What follows belongs to an exercise in optimizing a design on an open flow for small area and few clock cycles per item; a production flow would make more cautious choices.
The RTL was checked by simulation tests, not by an equivalence proof against the original design.

==> flow/design.v (outline; a module is shown in full before it is edited, if it fits) <==
// module fp_mul_pipe: 2157 lines
// module fpm_fa: 10 lines
// module fpm_ha: 9 lines
module fp_mul_pipe #(
   parameter int EXP_W = 8,
   parameter int MAN_W = 23
) (
   input  logic                     clk,
   input  logic                     rst,
   input  logic                     in_valid,
   output logic                     in_ready,
   input  logic [EXP_W+MAN_W:0]     in_a,
   input  logic [EXP_W+MAN_W:0]     in_b,
   output logic                     out_valid,
   input  logic                     out_ready,
   output logic [EXP_W+MAN_W:0]     out_z,
   output logic [3:0]               out_flags
);
  // ...
==> flow/run.sh <==
#!/bin/bash
# synth_recipe.tcl (not shown) runs the flow's synth.tcl, then flattens the netlist and writes it again
# the make line also repeats each setting of config.mk as NAME=value (left out here)
make -C /OpenROAD-flow-scripts/flow DESIGN_CONFIG=/design/flow/config.mk WORK_HOME=/design/flow/orfs CLKGATE_MAP_FILE= SYNTH_SCRIPT=/design/flow/synth_recipe.tcl finish
==> flow/config.mk <==
export PLATFORM = sky130hd
export DESIGN_NAME = fp_mul_pipe
export DESIGN_NICKNAME = fp_mul_pipe
export VERILOG_FILES = /design/flow/design.v
export SDC_FILE = /design/flow/constraint.sdc
export NUM_CORES = 4
export LEC_CHECK = 0
export ABC_AREA = 1
export CAP_MARGIN = 20
export CORE_MARGIN = 2
export CORE_UTILIZATION = 40
export SLEW_MARGIN = 20
export SYNTH_HIERARCHICAL = 1
==> flow/constraint.sdc <==
create_clock -name core_clock -period 8.5 [get_ports {clk}]
set_input_delay 1.7000 -clock core_clock [delete_from_list [all_inputs] [get_ports {clk}]]
set_output_delay 1.7000 -clock core_clock [all_outputs]
set_load 0.01 [all_outputs]
==> results.json, run 1 <==
{
  "n_all_inverters": 165,
  "synthTopCellsByCount": "xor2_1 (284), fa_1 (271), o22ai_1 (262), nand2_1 (171), inv_1 (139)",
  "insertion_delay_ns": 0.28,
  "grt_overflow": 0,
  "fp.dieH_microns": 201,
  "synth_top_cell_area_share_pct": 35.0,
  "synthCells": 1743,
  "regArea_sq_um": 1250,
  "hold_ws_ns": 0.894,
  "ant_nets": 0,
  "top_usage_layer": "met2",
  "syn_area_per_cell_sq_um": 8.89,
  "critical_path_required_ns": 8.54,
  "grt_use_met2_pct": 40.7,
  "num-multi-input-gates": 1403,
  "r2r_end": "r_p[16]",
  "min_from": "ov",
  "fin_util_pct": 45.2,
  "slew_headroom_pct": 45.8,
  "synthTopCellsByArea": "fa_1 (35%), xor2_1 (16%), o22ai_1 (11%), edfxtp_1 (7.9%), ha_1 (5.9%)",
  "start_util_pct": 40.3,
  "routed.top_layer": "met4",
  "synth_most_common_cell": "xor2_1",
  "period_share_pct": 95.4,
  "path_buf_inv": 3,
  "largestRegisters": "r_p: 26 flops, r_e: 9 flops",
  "reg2reg_from": "ov",
  "nets": 2217,
  "wirelength_microns": 52400,
  "ys_async_sr_fraction_pct": 0,
  "root_buffer": "clkbuf_16",
  "max_stage_delay_ns": 0.71,
  "path_delay_family": "adder cells",
  "met1Wirelength_microns": 22900,
  "via_per_inst": 5.82,
  "routabilityCongestion": 0.934,
  "crit_start": "in_b[15]",
  "status": "finished clean",
  "wire_per_inst_microns": 22.5,
  "finalClockSkew_ns": 0.00496
}
Testbench counts, summed over its fixed seeds: cycles 12,008, items 12,000.
==> run 2, diff against run 1 <==
--- a/flow/config.mk
+++ b/flow/config.mk
@@ -11,3 +11,5 @@
 export CORE_UTILIZATION = 40
+export GPL_TIMING_DRIVEN = 0
 export SLEW_MARGIN = 20
 export SYNTH_HIERARCHICAL = 1
+export TNS_END_PERCENT = 0
==> results.json, run 2 <==
{
  "status": "finished clean",
  "synthTopCellsByArea": "fa_1 (35%), xor2_1 (16%), o22ai_1 (11%), edfxtp_1 (7.9%), ha_1 (5.9%)",
  "largest_reg_flops": 26,
  "dp_hpwl_microns": 47900,
  "io_buffers": 104,
  "via_per_inst": 5.79,
  "antennaDiodeCount": 0,
  "clock.fmax_mhz": 121,
  "rsz0062_at_grt": "yes",
  "min_from": "ov",
  "r2r_setup_slack_ns": 7.37,
  "drc": 0,
  "reg2reg_depth": 2,
  "syn_area_per_cell_sq_um": 8.89,
  "rows": 72,
  "fin_cells": 2376,
  "dpl_cell_area_sq_um": 17200,
  "grtUsageTotal_pct": 28.3,
  "largestRegisters": "r_p: 26 flops, r_e: 9 flops",
  "numClockSinks": 42,
  "final_common_cell": "xor2_1",
  "post-route-min-period_ns": 8.27,
  "reg2reg_from": "ov",
  "yosysWarnings": 7,
  "synthCells": 1743,
  "fin_area_sq_um": 17500,
  "clk_pin_slew_worst_paths_ns": 0.06,
  "routabilityCongestion": 1.03,
  "fin_ws_ns": 0.231,
  "path_buf_inv": 6,
  "root_buffer": "clkbuf_16",
  "synth-seq-area-share_pct": 8.07,
  "hold_viol_final": 0,
  "area_delta_synth_final_pct": 13.1,
  "cts_tree": "done",
  "min_path_cells": 2,
  "synth_most_common_cell": "xor2_1",
  "wirelength_microns": 57600,
  "firstDrtPassIters": 8,
  "synth_cell_types": 60,
  "wire_per_inst_microns": 24.3,
  "vias": 13800,
  "synth_area_leader_cell": "fa_1",
  "grt_pass1_wl_microns": 86200,
  "largest-register": "r_p",
  "final_layout_size_suffix_gt1_share_pct": 7.53,
  "ys_ff_latch": 42,
  "period_share_pct": 97.3,
  "insertion_delay_ns": 0.29,
  "hold_end": "ov",
  "tightest_slew_ns": 0.955,
  "synthTopCellsByCount": "xor2_1 (284), fa_1 (271), o22ai_1 (262), nand2_1 (171), inv_1 (139)",
  "ios": 106,
  "crit_path_start_kind": "input port",
  "slew_headroom_pct": 36.3,
  "synth_top_cell_area_share_pct": 35.0,
  "crit_path_frequent_cell": "fa_1",
  "fp.dieH_microns": 201,
  "layout_common_cells": "xor2_1 (282), fa_1 (270), o22ai_1 (262)",
  "synth_area_sq_um": 15500,
  "grt_max_degree": 36,
  "syn-num-nets": 2155,
  "path_delay_family": "adder cells",
  "grt_overflow": 0,
  "criticalPathCategory": "in -> reg",
  "fin_util_pct": 45.6,
  "nets": 2269,
  "ys_async_sr_fraction_pct": 0,
  "drv_cap": 0,
  "hold_path.class": "reg -> reg",
  "grt_pass1_vias": 14000,
  "dieWidth_microns": 201,
  "slew_violations": 0,
  "cp_data_arrival_time_ns": 8.36,
  "antenna_found_initial": 0,
  "critical_path_required_ns": 8.59,
  "synth_edf_count": 41,
  "start_util_pct": 40.3,
  "fp.coreArea_sq_um": 38500,
  "drtIter0Drc": 1286,
  "dp_cells": 2366,
  "end_kind": "register",
  "max-clock-path-buffers": 2,
  "cp_slowest_cell": "fa_1",
  "ys.flop_type": "edfxtp_1",
  "max_stage_delay_ns": 0.54,
  "setup_viol": 0,
  "worst-path-max-fanout": 10,
  "r2r_end": "r_p[10]",
  "htreeDepth": 2,
  "pre_cts_slack_ns": -0.952,
  "hold_ws_ns": 0.728,
  "cts_inserted_buffers": 5,
  "ant_nets": 0,
  "finalClockSkew_ns": 0.00883,
  "dieArea_sq_um": 40300
}
==> run 2: kinds of logic (layout without fill, tap and decap cells) <==
family          count (synthesis)  count (layout)  share of synthesized area, %
simple gates                  362             362                          10.7
xor+xnor                      293             293                          16.6
flops                          42              42                          8.07
buf+inv                       298             413                          7.56
mux                             6               6                         0.412
compound gates                398             398                          15.8
fa+ha+maj                     344             344                          40.9
==> run 2: worst max path at each step <==
stage	from	depth (start not counted)	endpoint
floorplan	in_b[11]	27	r_p[17]
global placement	in_b[11]	24	r_p[13]
detailed placement	in_b[11]	23	r_p[11]
CTS	in_b[11]	27	r_p[17]
global route	in_b[7]	27	r_p[25]
finish	in_b[15]	27	r_p[17]
==> run 2: worst min-delay path, cell delays in order (launching register included) <==
cell and delay, ns:
dfxtp_1 0.31, nand2_2 0.25, a21oi_1 0.11
==> run 2: per-module statistics from Yosys, one instance, submodules excluded <==
module | area, sq um | cells | times used
fpm_fa | 20.0 | 1 | 256
fp_mul_pipe | 10000 | 1459 | 1
fpm_ha | 12.5 | 1 | 28
==> run 2: cell type report <==
cell class	count	area [sq um]
fillers	3765	20900
repair buffers	107	1080
plain buffers	133	637
flip-flops and latches	42	1250
well taps	518	648
clock buffers	5	125
multi-input cells	1403	13100
clock inverters	3	26.3
inverters	165	628
==> run 2: repair_timing <==
| action | in CTS | in global routing |
|---|---|---|
| setup endpoints to repair | 18 | 16 |
| setup buffers | 0 | 2 |
| gates resized for setup | 17 | 80 |
| hold buffers | 0 | 0 |
==> run 2: metal layers <==
layer	track usage [%]	vias up	wire length, microns
met5	0	-	0
met4	10.3	0	2190
met3	5.10	121	4830
met2	44.0	728	25800
met1	39.4	6807	24800
li1	-	6110	-
==> run 2: through the flow <==
stage / TNS, ns
CTS: 0
floorplan: 0
detailed placement: -13.71
global route: -0.00944
finish: 0
global placement: -13.14
==> run 3, diff against run 2 <==
==> flow/flow/run.sh (new file) <==
#!/bin/bash
# The standard layout, with plain buf_1 cells as the port buffers.
set -euo pipefail
bash standard.sh "BUFFER_PORTS_ARGS=-buffer_cell sky130_fd_sc_hd__buf_1" finish > standard_flow.log 2>&1
==> flow/standard.sh (new file) <==
#!/bin/bash
# synth_recipe.tcl (not shown) runs the flow's synth.tcl, then flattens the netlist and writes it again
# the make line also repeats each setting of config.mk as NAME=value (left out here)
make -C /OpenROAD-flow-scripts/flow DESIGN_CONFIG=/design/flow/config.mk WORK_HOME=/design/flow/orfs CLKGATE_MAP_FILE= SYNTH_SCRIPT=/design/flow/synth_recipe.tcl "${@:-finish}"
--- a/flow/config.mk
+++ b/flow/config.mk
@@ -11,5 +11,3 @@
 export CORE_UTILIZATION = 40
-export GPL_TIMING_DRIVEN = 0
 export SLEW_MARGIN = 20
 export SYNTH_HIERARCHICAL = 1
-export TNS_END_PERCENT = 0
removed: flow/run.sh
==> results.json, run 3 <==
{
  "numClockSinks": 42,
  "worst-path-max-fanout": 17,
  "routabilityCongestion": 0.947,
  "root_buffer": "clkbuf_16",
  "wirelength_microns": 52000,
  "antenna_found_initial": 2,
  "synth_area_sq_um": 15500,
  "start_util_pct": 40.3,
  "nets": 2209,
  "max-clock-path-buffers": 2,
  "r2r_setup_slack_ns": 7.30,
  "syn_area_per_cell_sq_um": 8.89,
  "synth_top_cell_area_share_pct": 35.0,
  "grt_overflow": 0,
  "wire_per_inst_microns": 22.5,
  "final_common_cell": "xor2_1",
  "status": "finished clean",
  "path_delay_family": "adder cells",
  "largest-register": "r_p",
  "ys_async_sr_fraction_pct": 0,
  "synthTopCellsByArea": "fa_1 (35%), xor2_1 (16%), o22ai_1 (11%), edfxtp_1 (7.9%), ha_1 (5.9%)",
  "period_share_pct": 91.7,
  "r2r_end": "r_sgn",
  "finalClockSkew_ns": 0.0118,
  "fp.dieH_microns": 201,
  "area_delta_synth_final_pct": 7.90,
  "cp_slowest_cell": "fa_1",
  "hold_end": "ov",
  "ys_ff_latch": 42,
  "min_from": "ov",
  "synthCells": 1743,
  "rows": 72,
  "hold_path.class": "reg -> reg",
  "ant_nets": 0,
  "dieWidth_microns": 201,
  "post-cts-setup-buffers": 0,
  "grt_pass1_vias": 13600,
  "critical_path_required_ns": 8.55,
  "clock.fmax_mhz": 128,
  "synth_edf_count": 41,
  "synth_cell_types": 60,
  "synth_most_common_cell": "xor2_1",
  "insertion_delay_ns": 0.29,
  "dp_hpwl_microns": 41400,
  "hold_buffers": 0,
  "firstDrtPassIters": 5,
  "synth_area_leader_cell": "fa_1",
  "drc": 0,
  "io_buffers": 105,
  "drv_cap": 0,
  "grt_max_degree": 44,
  "layout_common_cells": "xor2_1 (284), fa_1 (271), o22ai_1 (262)",
  "crit_path_start_kind": "input port",
  "reg2reg_from": "ov",
  "grtUsageTotal_pct": 25.8,
  "reg2reg_depth": 2,
  "drtIter0Drc": 1345,
  "slew_headroom_pct": 45.2,
  "largestRegisters": "r_p: 26 flops, r_e: 9 flops",
  "fin_setup_tns_ns": 0,
  "vias": 13600,
  "grt_pass1_wl_microns": 81100,
  "final_layout_size_suffix_gt1_share_pct": 8.73,
  "clk_pin_slew_worst_paths_ns": 0.06,
  "max_stage_delay_ns": 0.53,
  "pre_cts_slack_ns": 0.481,
  "setup_viol": 0,
  "fillers": 3803,
  "fp.coreArea_sq_um": 38500,
  "cp_data_arrival_time_ns": 7.85,
  "dp_cells": 2308,
  "synthTopCellsByCount": "xor2_1 (284), fa_1 (271), o22ai_1 (262), nand2_1 (171), inv_1 (139)",
  "yosysWarnings": 7,
  "criticalPathCategory": "in -> reg",
  "fin_ws_ns": 0.702,
  "post-route-min-period_ns": 7.80,
  "fin_cells": 2317,
  "crit_path_frequent_cell": "nand2_1",
  "cts_tree": "done",
  "slew_violations": 0,
  "syn-num-nets": 2155,
  "path_buf_inv": 5,
  "via_per_inst": 5.85,
  "largest_reg_flops": 26,
  "cts_resized": 0,
  "fin_util_pct": 43.5,
  "min_path_cells": 3,
  "htreeDepth": 2,
  "tightest_slew_ns": 0.822,
  "ios": 106,
  "hold_viol_final": 0,
  "cts_inserted_buffers": 5,
  "end_kind": "register",
  "dieArea_sq_um": 40300,
  "rsz0062_at_grt": "no",
  "synth-seq-area-share_pct": 8.07,
  "ys.flop_type": "edfxtp_1"
}
run 3: cells by family after synthesis:
kind of cell / after synthesis / share of synthesized area, %
adders and majority gates: 344 / 40.9
AOI/OAI and AO/OA: 398 / 15.8
muxes: 6 / 0.412
xor gates and xnor gates: 293 / 16.6
DFF: 42 / 8.07
buffers and inverters: 298 / 7.56
and+or+nand+nor: 362 / 10.7
run 3: worst max path at each step:
stage,start,depth (start not counted),slack [ns],endpoint
2_1_floorplan,in_b[11],27,1.31,r_p[17]
3_3_place_gp,in_b[7],26,0.56,r_p[24]
3_5_place_dp,in_b[7],25,0.48,r_p[17]
4_1_cts,in_b[7],26,0.79,r_p[24]
5_1_grt,in_b[7],26,0.35,r_p[24]
6_report,in_b[7],26,0.70,r_p[24]
run 3: cell type report:
type	count	area, sq um	area share [%]
multi-input combinational	1403	13100	78.2
sequential	42	1250	7.48
timing repair buffer	180	971	5.80
tap	518	648	3.87
inverter	165	621	3.71
clock buffer	5	125	0.748
clock inverter	3	27.5	0.165
antenna	1	2.50	0.0150
run 3: worst min-delay path, delay by kind of cell, from the launching register on:
| family | cells | cell delay, ns |
|---|---|---|
| simple gates | 1 | 0.05 |
| flops | 1 | 0.34 |
| compound gates | 1 | 0.19 |
| buf+inv | 1 | 0.28 |
run 3: routing by layer:
metal	vias up	GRT usage, %	part of all wire, %
met5	-	0	0
met4	0	7.62	3.2
met3	116	3.72	9.1
met2	757	40.7	45
met1	6688	36.8	43
li1	5994	-	-
run 3: modules after synthesis (local to each module, per instance):
module | times used | flops+latches | area (sq um) | cells inside
fpm_fa | 256 | 0 | 20.0 | 1
fp_mul_pipe | 1 | 42 | 10000 | 1459
fpm_ha | 28 | 0 | 12.5 | 1
run 3: through the flow:
stage	hold WS [ns]	cell area (sq um)
detailed placement	0.916	16600
finish	0.901	16700
global route	0.957	16700
global placement	0.882	16600
floorplan	1.46	15500
CTS	0.932	16700

## static timing again, ports no longer ideal
How much do the figures lean on ideal ports? The routed layouts below were timed once more, with nothing changed but the port constraints.
Step 1: set_driving_cell puts a clkbuf_16 on clk and a buf_2 on each other input, an assumption about the parent block.
Step 2 adds t to the input delays and takes it off the output delays; t is the mean of the earliest and latest rising clock arrival at the registers after step 1. Input paths then give back, and output paths get back, about the clock's delay inside the block.
a / b / c = ideal ports / drivers / drivers and shift; a / b = the first two.
run	t, ns	slack for setup (ns)	worst setup path after step 2	clock arrival spread, ns
run 1	0.320	0.393 / 0.364 / 0.044	input to register	0.006 / 0.006
run 2	0.322	0.231 / 0.243 / -0.079	input to register	0.011 / 0.011
run 3	0.324	0.702 / 0.713 / 0.389	input to register	0.012 / 0.012
With both steps, setup timing fails in run 2, where it was met with ideal ports. For run 1, which loses most, drivers alone change the setup slack by -0.029 ns; drivers and shift together by -0.349 ns.
